This is an optimization exercise on Yosys and OpenROAD, whose aim is small area, not a production implementation. The RTL was checked by simulation tests, not by an equivalence proof against the original design. Power and IR drop assume default switching activity.

==> inputs of build 5 <==
Design reg_file_param, start of the top module:
module reg_file_param #(
  parameter int XLEN = 32,
  parameter int NREGS = 32,
  parameter int NRD = 2,
  parameter int ZERO_REG = 1,
  parameter int BYPASS = 1,
  localparam int AW = $clog2(NREGS)
) (
  input  logic                clk,
  input  logic                rst_n,
  input  logic [NRD-1:0]      rd_en,
  input  logic [NRD*AW-1:0]   rd_addr,
  output logic [NRD*XLEN-1:0] rd_data,
  output logic [NRD-1:0]      rd_busy,
  input  logic                wr_en,
  input  logic [AW-1:0]       wr_addr,
  input  logic [XLEN-1:0]     wr_data,
  input  logic                iss_en,
  input  logic [AW-1:0]       iss_addr
);
  logic [XLEN-1:0] regs [NREGS];
  logic [NREGS-1:0] pending, pendNext;
  logic [XLEN-1:0] dNext [NRD];
  logic [NRD-1:0] bNext;
  logic [AW-1:0] rdA [NRD];
  logic wrOk, issOk;
  logic [NRD-1:0] hit;
  function automatic logic usable(input logic [AW-1:0] a);
    usable = ((32'(a) < 32'(NREGS)) && (ZERO_REG == 0 || a != '0));
  endfunction
  always_comb begin
    wrOk = wr_en && usable(wr_addr);
    issOk = iss_en && usable(iss_addr);
    hit = '0;
    bNext = '0;
    for (int r = 0; r < NREGS; r++)
      pendNext[r] = (issOk && iss_addr == AW'(r)) ? 1'b1 : (wrOk && wr_addr == AW'(r)) ? 1'b0 : pending[r];
    for (int i = 0; i < NRD; i++) begin
      rdA[i] = rd_addr[i*AW +: AW];
      hit[i] = (BYPASS != 0) && wrOk && wr_addr == rdA[i];
      dNext[i] = !usable(rdA[i]) ? '0 : hit[i] ? wr_data : regs[rdA[i]];
      bNext[i] = !usable(rdA[i]) ? 1'b0 : hit[i] ? (issOk && iss_addr == rdA[i]) : pending[rdA[i]];
    end
  end
  always_ff @(posedge clk or negedge rst_n)
    if (!rst_n) begin
      for (int r = 0; r < NREGS; r++) regs[r] <= '0;
      pending <= '0;
      rd_data <= '0;
      rd_busy <= '0;
    end else begin
      if (wrOk) regs[wr_addr] <= wr_data;
      pending <= pendNext;
      for (int i = 0; i < NRD; i++)
        if (rd_en[i]) begin
  ...
==> module reg_file_param, before the edit <==
module reg_file_param #(
  parameter int XLEN = 32,
  parameter int NREGS = 32,
  parameter int NRD = 2,
  parameter int ZERO_REG = 1,
  parameter int BYPASS = 1,
  localparam int AW = $clog2(NREGS)
) (
  input  logic                clk,
  input  logic                rst_n,
  input  logic [NRD-1:0]      rd_en,
  input  logic [NRD*AW-1:0]   rd_addr,
  output logic [NRD*XLEN-1:0] rd_data,
  output logic [NRD-1:0]      rd_busy,
  input  logic                wr_en,
  input  logic [AW-1:0]       wr_addr,
  input  logic [XLEN-1:0]     wr_data,
  input  logic                iss_en,
  input  logic [AW-1:0]       iss_addr
);
  logic [XLEN-1:0] regs [NREGS];
  logic [NREGS-1:0] pending, pendNext;
  logic [XLEN-1:0] dNext [NRD];
  logic [NRD-1:0] bNext;
  logic [AW-1:0] rdA [NRD];
  logic wrOk, issOk;
  logic [NRD-1:0] hit;
  function automatic logic usable(input logic [AW-1:0] a);
    usable = ((32'(a) < 32'(NREGS)) && (ZERO_REG == 0 || a != '0));
  endfunction
  always_comb begin
    wrOk = wr_en && usable(wr_addr);
    issOk = iss_en && usable(iss_addr);
    hit = '0;
    bNext = '0;
    for (int r = 0; r < NREGS; r++)
      pendNext[r] = (issOk && iss_addr == AW'(r)) ? 1'b1 : (wrOk && wr_addr == AW'(r)) ? 1'b0 : pending[r];
    for (int i = 0; i < NRD; i++) begin
      rdA[i] = rd_addr[i*AW +: AW];
      hit[i] = (BYPASS != 0) && wrOk && wr_addr == rdA[i];
      dNext[i] = !usable(rdA[i]) ? '0 : hit[i] ? wr_data : regs[rdA[i]];
      bNext[i] = !usable(rdA[i]) ? 1'b0 : hit[i] ? (issOk && iss_addr == rdA[i]) : pending[rdA[i]];
    end
  end
  always_ff @(posedge clk or negedge rst_n)
    if (!rst_n) begin
      for (int r = 0; r < NREGS; r++) regs[r] <= '0;
      pending <= '0;
      rd_data <= '0;
      rd_busy <= '0;
    end else begin
      if (wrOk) regs[wr_addr] <= wr_data;
      pending <= pendNext;
      for (int i = 0; i < NRD; i++)
        if (rd_en[i]) begin
          rd_data[i*XLEN +: XLEN] <= dNext[i];
          rd_busy[i] <= bNext[i];
        end
    end
endmodule
make LEC_CHECK=0 CAP_MARGIN=20 CORE_MARGIN=2 CORE_UTILIZATION=40 SLEW_MARGIN=20 finish   # period 5.0 ns
run.sh (not shown) runs the stock make flow with config.mk's settings and CLKGATE_MAP_FILE= SYNTH_SCRIPT=/design/flow/synth_recipe.tcl, a recipe that flattens the netlist after the stock synthesis.
==> inputs of trial 91, as changes to build 5 <==
==> flow/design.v (replaced) <==
module reg_file_param #(
  parameter int XLEN = 32,
  parameter int NREGS = 32,
  parameter int NRD = 2,
  parameter int ZERO_REG = 1,
  parameter int BYPASS = 1,
  localparam int AW = $clog2(NREGS)
) (
  input  logic                clk,
  input  logic                rst_n,
  input  logic [NRD-1:0]      rd_en,
  input  logic [NRD*AW-1:0]   rd_addr,
  output logic [NRD*XLEN-1:0] rd_data,
  output logic [NRD-1:0]      rd_busy,
  input  logic                wr_en,
  input  logic [AW-1:0]       wr_addr,
  input  logic [XLEN-1:0]     wr_data,
  input  logic                iss_en,
  input  logic [AW-1:0]       iss_addr
);
  localparam int R0 = (ZERO_REG != 0) ? 1 : 0;
  localparam int NT = NREGS - R0 + 2;
  logic [XLEN-1:0] regs [NREGS];
  logic [NREGS-1:0] valid, pending;
  logic [NREGS-1:0] wrSel, issSel;
  logic [XLEN-1:0] dNext [NRD];
  logic [NRD-1:0] bNext;
  logic [NRD-1:0] hit, hitB;
  logic [NREGS-1:0] sel [NRD];
  logic [NT-1:0] dSel [NRD];
  logic [NT-1:0] bSel [NRD];
  function automatic logic usable(input int r);
    usable = (r < NREGS) && (ZERO_REG == 0 || r != 0);
  endfunction
  function automatic logic usableA(input logic [AW-1:0] a);
    usableA = ((32'(a) < 32'(NREGS)) && (ZERO_REG == 0 || a != '0));
  endfunction
  always_comb begin
    for (int r = 0; r < NREGS; r++) begin
      wrSel[r] = usable(r) && wr_en && wr_addr == AW'(r);
      issSel[r] = usable(r) && iss_en && iss_addr == AW'(r);
    end
    for (int i = 0; i < NRD; i++) begin
      hit[i] = (BYPASS != 0) && wr_en && usableA(wr_addr) && wr_addr == rd_addr[i*AW +: AW];
      hitB[i] = hit[i] && iss_en && iss_addr == rd_addr[i*AW +: AW];
      for (int r = 0; r < NREGS; r++)
        sel[i][r] = rd_en[i] && !hit[i] && rd_addr[i*AW +: AW] == AW'(r);
      dSel[i][0] = !rd_en[i];
      dSel[i][1] = rd_en[i] && hit[i];
      bSel[i][1:0] = dSel[i][1:0];
      for (int r = R0; r < NREGS; r++) begin
        dSel[i][r-R0+2] = sel[i][r] && valid[r];
        bSel[i][r-R0+2] = sel[i][r];
      end
    end
  end
  for (genvar i = 0; i < NRD; i++) begin : g_port
    for (genvar b = 0; b < XLEN; b++) begin : g_bit
      logic [NT-1:0] v;
      always_comb begin
        v[0] = rd_data[i*XLEN + b];
        v[1] = wr_data[b];
        for (int r = R0; r < NREGS; r++) v[r-R0+2] = regs[r][b];
      end
      rf_and_or #(.N(NT)) u_d (.s(dSel[i]), .v(v), .y(dNext[i][b]));
    end
    rf_and_or #(.N(NT)) u_b (.s(bSel[i]),
      .v({pending[NREGS-1:R0], hitB[i], rd_busy[i]}), .y(bNext[i]));
  end
  always_ff @(posedge clk)
    for (int r = R0; r < NREGS; r++)
      if (wrSel[r]) regs[r] <= wr_data;
  always_ff @(posedge clk or negedge rst_n)
    if (!rst_n) begin
      valid <= '0;
      pending <= '0;
      rd_data <= '0;
      rd_busy <= '0;
    end else begin
      for (int r = 0; r < NREGS; r++) begin
        if (!usable(r)) begin
          valid[r] <= 1'b0;
          pending[r] <= 1'b0;
        end else begin
          if (wrSel[r]) valid[r] <= 1'b1;
          if (issSel[r]) pending[r] <= 1'b1;
          else if (wrSel[r]) pending[r] <= 1'b0;
        end
      end
      for (int i = 0; i < NRD; i++) begin
        rd_data[i*XLEN +: XLEN] <= dNext[i];
        rd_busy[i] <= bNext[i];
      end
    end
endmodule
module rf_and_or #(
  parameter int N = 2,
  localparam int G = (N + 2) / 3
) (
  input  logic [N-1:0] s,
  input  logic [N-1:0] v,
  output logic         y
);
  logic [3*G-1:0] sp, vp;
  logic [G-1:0] n;
  assign sp = (3*G)'(s);
  assign vp = (3*G)'(v);
  for (genvar g = 0; g < G; g++) begin : g_aoi
    rf_aoi222 u (.s(sp[3*g +: 3]), .v(vp[3*g +: 3]), .y_n(n[g]));
  end
  rf_nand_all #(.N(G)) u_all (.a(n), .y(y));
endmodule
module rf_aoi222 (
  input  logic [2:0] s,
  input  logic [2:0] v,
  output logic       y_n
);
  assign y_n = !((s[0] & v[0]) | (s[1] & v[1]) | (s[2] & v[2]));
endmodule
module rf_nand_all #(
  parameter int N = 2
) (
  input  logic [N-1:0] a,
  output logic         y
);
  assign y = !(&a);
endmodule
--- a/flow/config.mk
+++ b/flow/config.mk
@@ -9,3 +9,4 @@
 export CORE_MARGIN = 2
 export CORE_UTILIZATION = 40
 export SLEW_MARGIN = 20
+export SYNTH_HIERARCHICAL = 1
==> impl_metrics.csv <==
group,metric,value,unit
run_status,status,"no timing/DRC/antenna violations",
logic_synthesis,ys_seq_elements,1120,
clock_tree,cts_sinks,1120,
logic_synthesis,synth_xor_xnor_area_share,0.3929,%
layout,stdcell_area,0.05319,mm^2
grt,grt_pass1_vias,33680,
grt,grt_use_met3,10.33,%
logic_synthesis,synthTopCellsByCount,"edfxtp_1, a222oi_1, nand4_1, dfrtp_1, nand3_1",
That was trial 91.
==> impl_metrics.csv <==
group,metric,value,unit
power,clock_power,9.74,mW
run_status,status,"no timing/DRC/antenna violations",
grt,grt_pass1_vias,48380,
layout,stdcell_area,0.06456,mm^2
clock_tree,cts_sinks,1090,
logic_synthesis,synth_xor_xnor_area_share,0.3148,%
logic_synthesis,synthTopCellsByCount,"dfrtp_1, mux2_2, a22oi_1, and3_1, clkbuf_1",
That was build 5.

## what the ideal ports hide
Ports are ideal in the flow. The routed layouts listed here were re-timed in OpenROAD. Step 1: set_driving_cell puts a clkbuf_16 on clk and a buf_2 on each other input, an assumption about the parent block. Step 2, shift: input delay + t, output delay - t, t = (earliest + latest rising clock arrival at the registers) / 2. This alone moves slack from input paths to output paths. a / b / c = no drivers / after step 1 / after step 2; a / b = the first two.
| run | t, ns | setup WS [ns] | worst setup path after step 2 | worst slew at a driven data input, ns | cell pins on the clock port's net |
|---|---|---|---|---|---|
| build 5 | 0.888 | 0.910 / 0.919 / 0.031 | input to register | 0.22 | 1 |
| trial 91 | 0.775 | 0.657 / 0.692 / -0.083 | input to register | 0.12 | 1 |
Met with ideal ports but missed after step 2: setup timing in trial 91. The setup slack of build 5, which loses most, moves by +0.009 ns with the drivers and by -0.879 ns with both steps.
